What follows belongs to an exercise in optimizing a design on an open flow for a short achievable clock period and few clock cycles; a production flow would make more cautious choices.
The RTL was checked by simulation tests, not by an equivalence proof against the original design.
Power figures rest on the tool's default switching activity, not on a simulated workload.

==> flow/design.v <==
module mips_pipeline_top (
    input  logic        clk,
    input  logic        rst,
    input  logic [31:0] Memory_out,
    input  logic [31:0] Inst_out,
    output logic [31:0] Pc_out,
    output logic [31:0] Ex_Mem_out3,
    output logic [31:0] Ex_Mem_out4,
    output logic        Memread,
    output logic        Memwrite
);
    logic [31:0] pc;
    logic        d_valid;                  
    logic [31:0] d_inst, d_pc1;
    logic        e_regwrite, e_load, e_store, e_beq, e_bne, e_jr;
    logic        e_sub, e_and, e_or, e_slt;
    logic [4:0]  e_dest;
    logic [31:0] e_a, e_bx, e_st, e_btarget;
    logic        e_am, e_awm, e_awr;
    logic        e_bm, e_bmn, e_bwm, e_bwmn, e_bwr, e_bwrn;
    logic        e_sm, e_swm, e_swr;
    logic        e_an, e_bn, e_sn;           
    logic        m_regwrite, m_load, m_store;
    logic [4:0]  m_dest;
    logic [31:0] m_result, m_result_n, m_st;
    logic        w_regwrite, w_load;
    logic [4:0]  w_dest;
    logic [31:0] w_result, w_result_n, w_mem, w_mem_n;
    logic [31:0] regs [32];
    logic [31:0] inst;
    logic [5:0]  op, fn;
    logic [4:0]  rs, rt, rd;
    assign inst = d_valid ? d_inst : 32'd0;
    assign op = inst[31:26];
    assign rs = inst[25:21];
    assign rt = inst[20:16];
    assign rd = inst[15:11];
    assign fn = inst[5:0];
    logic       i_regwrite, i_load, i_store, i_beq, i_bne, i_jr, i_imm, i_zext;
    logic       i_sub, i_and, i_or, i_slt, i_link, uses_rs, uses_rt, i_jump;
    logic [4:0] i_dest;
    always_comb begin
        i_regwrite = 1'b0; i_load = 1'b0; i_store = 1'b0; i_beq = 1'b0; i_bne = 1'b0;
        i_jr = 1'b0; i_imm = 1'b0; i_zext = 1'b0; i_jump = 1'b0;
        i_sub = 1'b0; i_and = 1'b0; i_or = 1'b0; i_slt = 1'b0; i_link = 1'b0;
        uses_rs = 1'b0; uses_rt = 1'b0; i_dest = 5'd0;
        case (op)
            6'h00: begin
                i_dest = rd; uses_rs = 1'b1; uses_rt = 1'b1;
                case (fn)
                    6'h20: i_regwrite = 1'b1;
                    6'h22: begin i_regwrite = 1'b1; i_sub = 1'b1; end
                    6'h24: begin i_regwrite = 1'b1; i_and = 1'b1; end
                    6'h25: begin i_regwrite = 1'b1; i_or = 1'b1; end
                    6'h2A: begin i_regwrite = 1'b1; i_slt = 1'b1; i_sub = 1'b1; end
                    6'h08: begin i_jr = 1'b1; uses_rt = 1'b0; end
                    default: begin uses_rs = 1'b0; uses_rt = 1'b0; end
                endcase
            end
            6'h08: begin i_regwrite = 1'b1; i_imm = 1'b1; i_dest = rt; uses_rs = 1'b1; end
            6'h0C: begin i_regwrite = 1'b1; i_imm = 1'b1; i_dest = rt; i_and = 1'b1; i_zext = 1'b1; uses_rs = 1'b1; end
            6'h0A: begin i_regwrite = 1'b1; i_imm = 1'b1; i_dest = rt; i_slt = 1'b1; i_sub = 1'b1; uses_rs = 1'b1; end
            6'h23: begin i_regwrite = 1'b1; i_imm = 1'b1; i_dest = rt; i_load = 1'b1; uses_rs = 1'b1; end
            6'h2B: begin i_store = 1'b1; i_imm = 1'b1; uses_rs = 1'b1; uses_rt = 1'b1; end
            6'h04: begin i_beq = 1'b1; uses_rs = 1'b1; uses_rt = 1'b1; end
            6'h05: begin i_bne = 1'b1; uses_rs = 1'b1; uses_rt = 1'b1; end
            6'h02: i_jump = 1'b1;
            6'h03: begin i_jump = 1'b1; i_regwrite = 1'b1; i_link = 1'b1; i_dest = 5'd31; end
            default: ;
        endcase
    end
    logic [31:0] wdata, rs_val, rt_val, imm_val, b_val;
    logic        w_we;
    assign w_we    = w_regwrite && (w_dest != 5'd0);
    assign wdata   = w_load ? w_mem : w_result;
    assign rs_val  = (w_we && w_dest == rs) ? wdata : regs[rs];
    assign rt_val  = (w_we && w_dest == rt) ? wdata : regs[rt];
    assign imm_val = {(i_zext ? 16'h0000 : {16{inst[15]}}), inst[15:0]};
    assign b_val   = i_imm ? imm_val : rt_val;
    logic e_hit_rs, e_hit_rt, m_hit_rs, m_hit_rt, load_use;
    assign e_hit_rs = e_regwrite && (e_dest != 5'd0) && (e_dest == rs);
    assign e_hit_rt = e_regwrite && (e_dest != 5'd0) && (e_dest == rt);
    assign m_hit_rs = m_regwrite && (m_dest != 5'd0) && (m_dest == rs) && !e_hit_rs;
    assign m_hit_rt = m_regwrite && (m_dest != 5'd0) && (m_dest == rt) && !e_hit_rt;
    assign load_use = e_load && (e_dest != 5'd0) &&
                      ((uses_rs && e_dest == rs) || (uses_rt && e_dest == rt));
    logic [31:0] a, bx, fb, sum, alu;
    logic        eq, taken, slt_res;
    assign a  = ({32{e_am}}  & m_result) | ({32{e_awm}} & w_mem) | ({32{e_awr}} & w_result) |
                ({32{e_an}} & e_a);
    assign bx = ({32{e_bm}}  & m_result) | ({32{e_bmn}}  & m_result_n) |
                ({32{e_bwm}} & w_mem)    | ({32{e_bwmn}} & w_mem_n) |
                ({32{e_bwr}} & w_result) | ({32{e_bwrn}} & w_result_n) |
                ({32{e_bn}} & e_bx);
    assign sum     = a + bx + {31'd0, e_sub};
    assign slt_res = (a[31] ^ ~bx[31]) ? a[31] : sum[31];
    always_comb begin
        if (e_and)      alu = a & bx;
        else if (e_or)  alu = a | bx;
        else if (e_slt) alu = {31'd0, slt_res};
        else            alu = sum;
    end
    assign fb = ({32{e_sm}} & m_result) | ({32{e_swm}} & w_mem) | ({32{e_swr}} & w_result) |
                ({32{e_sn}} & e_st);
    assign eq    = (a == bx);
    assign taken = (e_beq && eq) || (e_bne && !eq) || e_jr;
    logic bubble;
    assign bubble = rst || taken || load_use;
    always_ff @(posedge clk) begin
        if (rst) begin
            pc <= '0; d_valid <= 1'b0;
        end else if (taken) begin
            pc <= e_jr ? a : e_btarget; d_valid <= 1'b0;
        end else if (load_use) begin
            pc <= pc;
        end else if (i_jump) begin
            pc <= {d_pc1[31:26], inst[25:0]}; d_valid <= 1'b0;
        end else begin
            pc <= pc + 32'd1; d_valid <= 1'b1;
        end
    end
    always_ff @(posedge clk) begin
        if (!load_use) begin
            d_inst <= Inst_out; d_pc1 <= pc + 32'd1;
        end
    end
    always_ff @(posedge clk) begin
        if (bubble) begin
            e_regwrite <= 1'b0; e_load <= 1'b0; e_store <= 1'b0;
            e_beq <= 1'b0; e_bne <= 1'b0; e_jr <= 1'b0;
            e_sub <= 1'b0; e_and <= 1'b0; e_or <= 1'b0; e_slt <= 1'b0;
            e_dest <= 5'd0;
            e_am <= 1'b0; e_awm <= 1'b0; e_awr <= 1'b0;
            e_bm <= 1'b0; e_bmn <= 1'b0; e_bwm <= 1'b0; e_bwmn <= 1'b0; e_bwr <= 1'b0; e_bwrn <= 1'b0;
            e_sm <= 1'b0; e_swm <= 1'b0; e_swr <= 1'b0;
            e_an <= 1'b1; e_bn <= 1'b1; e_sn <= 1'b1;
        end else begin
            e_regwrite <= i_regwrite; e_load <= i_load; e_store <= i_store;
            e_beq <= i_beq; e_bne <= i_bne; e_jr <= i_jr;
            e_sub <= i_sub; e_and <= i_and; e_or <= i_or; e_slt <= i_slt;
            e_dest <= i_dest;
            e_am  <= e_hit_rs && !i_link;
            e_awm <= m_hit_rs && m_load && !i_link;
            e_awr <= m_hit_rs && !m_load && !i_link;
            e_bm   <= e_hit_rt && !i_imm && !i_link && !i_sub;
            e_bmn  <= e_hit_rt && !i_imm && !i_link && i_sub;
            e_bwm  <= m_hit_rt && m_load && !i_imm && !i_link && !i_sub;
            e_bwmn <= m_hit_rt && m_load && !i_imm && !i_link && i_sub;
            e_bwr  <= m_hit_rt && !m_load && !i_imm && !i_link && !i_sub;
            e_bwrn <= m_hit_rt && !m_load && !i_imm && !i_link && i_sub;
            e_sm  <= e_hit_rt;
            e_swm <= m_hit_rt && m_load;
            e_swr <= m_hit_rt && !m_load;
            e_an  <= !((e_hit_rs || m_hit_rs) && !i_link);
            e_bn  <= !((e_hit_rt || m_hit_rt) && !i_imm && !i_link);
            e_sn  <= !(e_hit_rt || m_hit_rt);
        end
        e_a       <= i_link ? d_pc1 : rs_val;
        e_bx      <= i_link ? 32'd0 : (i_sub ? ~b_val : b_val);
        e_st      <= rt_val;
        e_btarget <= d_pc1 + imm_val;
    end
    always_ff @(posedge clk) begin
        if (rst) begin
            m_regwrite <= 1'b0; m_load <= 1'b0; m_store <= 1'b0; m_dest <= 5'd0;
            w_regwrite <= 1'b0; w_load <= 1'b0; w_dest <= 5'd0;
        end else begin
            m_regwrite <= e_regwrite; m_load <= e_load; m_store <= e_store; m_dest <= e_dest;
            w_regwrite <= m_regwrite; w_load <= m_load; w_dest <= m_dest;
        end
        m_result   <= alu;
        m_result_n <= ~alu;
        m_st       <= fb;
        w_result   <= m_result;
        w_result_n <= m_result_n;
        w_mem      <= Memory_out;
        w_mem_n    <= ~Memory_out;
    end
    always_ff @(posedge clk) begin
        if (rst) begin
            for (int i = 0; i < 32; i++) regs[i] <= '0;
        end else if (w_we) begin
            regs[w_dest] <= wdata;
        end
    end
    assign Pc_out      = pc;
    assign Ex_Mem_out3 = m_result;
    assign Ex_Mem_out4 = m_st;
    assign Memread     = m_load;
    assign Memwrite    = m_store;
endmodule
==> flow/run.sh <==
#!/bin/bash
# synth_recipe.tcl (not shown) runs the flow's synth.tcl, then flattens the netlist and writes it again
# the make line also repeats each setting of config.mk as NAME=value (left out here)
make -C /OpenROAD-flow-scripts/flow DESIGN_CONFIG=/design/flow/config.mk WORK_HOME=/design/flow/orfs CLKGATE_MAP_FILE= SYNTH_SCRIPT=/design/flow/synth_recipe.tcl finish
==> flow/config.mk <==
export PLATFORM = sky130hd
export DESIGN_NAME = mips_pipeline_top
export DESIGN_NICKNAME = mips_pipeline_top
export VERILOG_FILES = /design/flow/design.v
export SDC_FILE = /design/flow/constraint.sdc
export NUM_CORES = 4
export LEC_CHECK = 0
export CAP_MARGIN = 20
export CORE_MARGIN = 2
export CORE_UTILIZATION = 40
export SETUP_SLACK_MARGIN = 3.5
export SLEW_MARGIN = 20
==> flow/constraint.sdc <==
create_clock -name core_clock -period 7.0 [get_ports {clk}]
set_input_delay 1.4000 -clock core_clock [delete_from_list [all_inputs] [get_ports {clk}]]
set_output_delay 1.4000 -clock core_clock [all_outputs]
set_load 0.01 [all_outputs]
==> metrics.log <==
INFO  metric num_rows = 159
INFO  metric clock_sink_count = 1518
INFO  metric cts_inserted_buffers = 167
INFO  metric place_worst_setup_slack = between 1500 and 2000 ps
INFO  metric pwr_density_cell = 283 nW/um^2
INFO  metric final_layout_size_suffix_gt1_share = 19.6%
INFO  metric cts_tree = yes
INFO  metric worst_slew_pin_slew = between 1000 and 1500 ps
INFO  metric vias = between 50000 and 60000
INFO  metric syn_area_per_cell = approximately 12 sq um
INFO  metric synth_seq_area_share = 54.9%
INFO  metric cp.arrival = 4670 ps
INFO  metric final_worst_path_cycle_share = 57.0%
INFO  metric layout.core_utilization = between 40 and 50%
INFO  metric power_frac_seq = ~45%
INFO  metric critical_path.max_fanout = 23
INFO  metric rsz0062_at_grt = yes
INFO  metric die_extent_in_x = approximately 440 microns
INFO  metric average_wire_per_cell_in_the_routed_design = 34.9 microns
INFO  metric power.net_switching = 7.93 mW
INFO  metric power_leakage = 34.1 nW
INFO  metric total_negative_setup_slack = 0 ps
INFO  metric clock_power_share = 34.2%
INFO  metric total_standard_cell_area_after_synthesis = 75200 sq um
INFO  metric dp.cells = ~8500
INFO  metric min_path_type = reg -> reg
INFO  metric setup.worst_path.class = reg -> reg
INFO  metric max_cap_viol_count = 0
INFO  metric synth.ff_latch_count = 1518
INFO  metric synth.cells.most_frequent = nor2_1 (1157), edfxtp_1 (1088), mux2i_1 (561)
INFO  metric clock_path_buffers = 3
INFO  metric final.setup_skew = between 40 and 50 ps
INFO  metric port_buffers = 163
INFO  metric async_flop_share = 0%
INFO  metric post-dp-hpwl = around 190000 microns
INFO  metric dominant_cell_type_by_area_after_synthesis = edfxtp_1
INFO  metric die-height = 438 microns
INFO  metric areaGrowthSynthToFinish = 16.8%
INFO  metric floorplan.io_pins = 164
INFO  metric num-nets-final = 6458
INFO  metric worst-endpoint-required = 7680 ps
INFO  metric final.fill_count = 16700
INFO  metric post-synth-top-count-cell = nor2_1
INFO  metric netlist_instances = 6158
INFO  metric finalNonFillerCells = 8923
INFO  metric comb_power_share = approximately a fifth
INFO  metric finalSetupViolations = 0
INFO  metric timing.critical_path.to_type = flip-flop
INFO  metric count_of_routing_violations_after_the_opening_detailed_route_iteration = between 9000 and 10000
INFO  metric synth_edf_count = 1088
INFO  metric initial_core_util = 40.1%
INFO  metric synthesis.yosys.warnings = 1
INFO  metric clkSlewWorstSetupHoldPaths = 60 ps
INFO  metric route.detailed.vias_per_inst = 6.48
INFO  metric grt_max_degree = 129
INFO  metric cts-htree-levels = 4
INFO  metric cell_count_of_the_worst_reg_to_reg_path = 19
INFO  metric fin_worst_hold_slack = approximately 340 ps
INFO  metric final_hold_vios = 0
INFO  metric grt_first_pass_wirelength = approximately 430000 microns
INFO  metric drtPass1Iterations = 7
INFO  metric run_status = no timing/DRC/antenna violations
INFO  metric first_global_vias = 55400
INFO  metric irDropWorstVdd = approximately 0.27 mV
INFO  metric postRouteWirelength = ~310000 microns
INFO  metric finalWorstPathRequiredPeriod = 3990 ps
INFO  metric cts.root.buffer_cell = clkbuf_16
INFO  metric global_route.usage.total = 31.6%
INFO  metric max-slew-margin-rel = 20.9%
INFO  metric design.die.area = 192000 sq um
INFO  metric min_delay_path_depth = 0
INFO  metric worst_skew_pair.late_latency = 840 ps
INFO  metric setup_ws = 3010 ps
INFO  metric internal_power = ~17 mW
INFO  metric antenna_found_initial = 14
INFO  metric grt_remaining_overflow = 0
INFO  metric postRouteAntennaNets = 0
INFO  metric core_region_area = 187000 sq um
INFO  metric final_report_max_slew_violation_count = 0
INFO  metric gp_routability_congestion = 0.960
INFO  metric synth_top_area_share = a little over two fifths
INFO  metric start_kind = flip-flop
INFO  metric synth_top_cells_by_area = edfxtp_1 (43%), dfxtp_1 (11%), mux4_2 (9.8%)
INFO  metric drt_drc_violations_left = 0
INFO  metric ys.flop_type = edfxtp_1
INFO  metric max_freq = ~0.25 GHz
INFO  metric netSwitchingFraction = 31.9%
INFO  metric netlist-cell-type-count = 90
==> power by group through the flow <==
| stage | combinational, mW | sequential (mW) | clock (mW) |
|---|---|---|---|
| after floorplan | 2.63 | 11.0 | 0 |
| after global placement | 4.59 | 11.3 | 0 |
| after detailed placement | 4.65 | 11.3 | 0 |
| after CTS | 4.91 | 11.1 | 8.56 |
| after global routing | 5.37 | 11.2 | 8.91 |
| final | 5.19 | 11.2 | 8.52 |
==> worst paths after layout <==
path,from,end,slack (ps)
worst min-delay path,m_result_n[9],w_result_n[9],340
worst max-delay path,e_awm,m_result_n[0],3010
worst max register to register,e_awm,m_result_n[0],3010
worst min register to register,m_result_n[9],w_result_n[9],340
==> sequential cells by signal, indices dropped and copies added, names as in the netlist, 5 cells and up <==
name,flops
regs,1024
d_inst,32
d_pc1,32
e_a,32
e_btarget,32
e_bx,32
e_st,32
m_result,32
m_result_n,32
m_st,32
pc,32
w_mem,32
w_mem_n,32
w_result,32
w_result_n,32
e_dest,5
m_dest,5
w_dest,5
==> layout make-up <==
cell class	count	area [sq um]	area share (%)
antenna	3	7.51	0.00854
clock buffer	224	4530	5.15
clock inverter	79	582	0.662
inverter	152	571	0.649
multi-input combinational	3986	33100	37.6
sequential	1518	41300	47.0
tap	2495	3120	3.55
timing repair buffer	466	4660	5.31
==> metrics by stage <==
step	power, mW	instance area, sq um
finish	24.9	87900
global placement	15.9	80000
CTS	24.6	87000
detailed placement	15.9	80100
floorplan	13.6	75400
global route	25.5	87900
==> per-layer routing <==
layer / GRT usage (%) / vias to the layer above / part of all wire [%]
met4: 18.9 / 6 / 7.1
met2: 48.5 / 4255 / 44
met5: 0 / - / 0.012
met3: 8.30 / 960 / 12
met1: 40.0 / 29000 / 37
li1: - / 23500 / -
==> critical path: stages, from the launching register on <==
cell and delay [ps]:
dfxtp_4 400, buf_12 180, a22o_1 260, a221oi_4 290, inv_2 90, ha_4 270
a21o_1 170, a21oi_2 160, o21ai_1 90, nand4_1 120, nand3_2 150, a221oi_4 400
o311ai_4 130, nand3_2 100, nand2_2 70, fa_2 350, mux2_4 270, nand2_2 70
a21oi_2 60, o21bai_1 190
==> layout by cell type, fill, tap and decap left out, types with 65 or more instances in the layout <==
| master | count |
|---|---|
| xnor2_1 | 77 |
| clkbuf_16 | 172 |
| o21ai_0 | 73 |
| o22ai_1 | 208 |
| mux4_2 | 328 |
| o221ai_1 | 100 |
| inv_1 | 148 |
| buf_4 | 237 |
| a21oi_1 | 108 |
| edfxtp_1 | 1088 |
| nand3_1 | 65 |
| a22oi_1 | 170 |
| nand2_1 | 181 |
| dfxtp_1 | 413 |
| ha_1 | 69 |
| clkdlybuf4s50_1 | 162 |
| mux2i_1 | 528 |
| nor2_1 | 1151 |
==> what timing repair did <==
| item | 4_1_cts | 5_1_grt |
|---|---|---|
| pin swaps | 57 | 40 |
| endpoints found under the setup margin | 467 | 243 |
| hold buffers | 0 | 0 |
| gates cloned | 14 | 4 |
| setup buffers | 76 | 33 |
| resized for setup | 207 | 96 |
==> kinds of logic (layout without fill, tap and decap cells) <==
group,Yosys count,after routing,synth area share (%)
simple gates,1715,1723,9.65
flops,1518,1518,54.9
buf+inv,696,921,3.90
other cells,1,35,0.00499
xor+xnor,118,118,1.37
compound gates,1083,1083,10.6
mux,926,929,17.8
fa+ha+maj,101,101,1.72
Testbench counts, summed over its fixed seeds: cycles 66,751.

-- what the ideal ports hide --
How much do the figures lean on ideal ports? The routed layout below was timed once more, with nothing changed but the port constraints.
Step 1 (the two cells are an assumption about what drives the block):
set clk [get_ports {clk}]
set_driving_cell -lib_cell sky130_fd_sc_hd__clkbuf_16 $clk
set_driving_cell -lib_cell sky130_fd_sc_hd__buf_2 [delete_from_list [all_inputs] $clk]
Step 2 times the ports against the registers' clock, not the clock port: input delays grow and output delays shrink by t, the midpoint of the rising clock arrivals with the driver on.
Slacks: ideal / step 1 / step 2; pairs: ideal / step 1.
t (ns): 0.913
slack for setup (ns): 3.010 / 3.010 / 2.582
worst hold slack (ns): 0.345 / 0.345 / 0.345
clock arrival spread, ns: 0.042 / 0.041
cell pins on the clock port's net: 1
After both steps setup and hold are still met in this run. For this run, drivers alone change the setup slack by 0.000 ns; drivers and shift together by -0.428 ns.
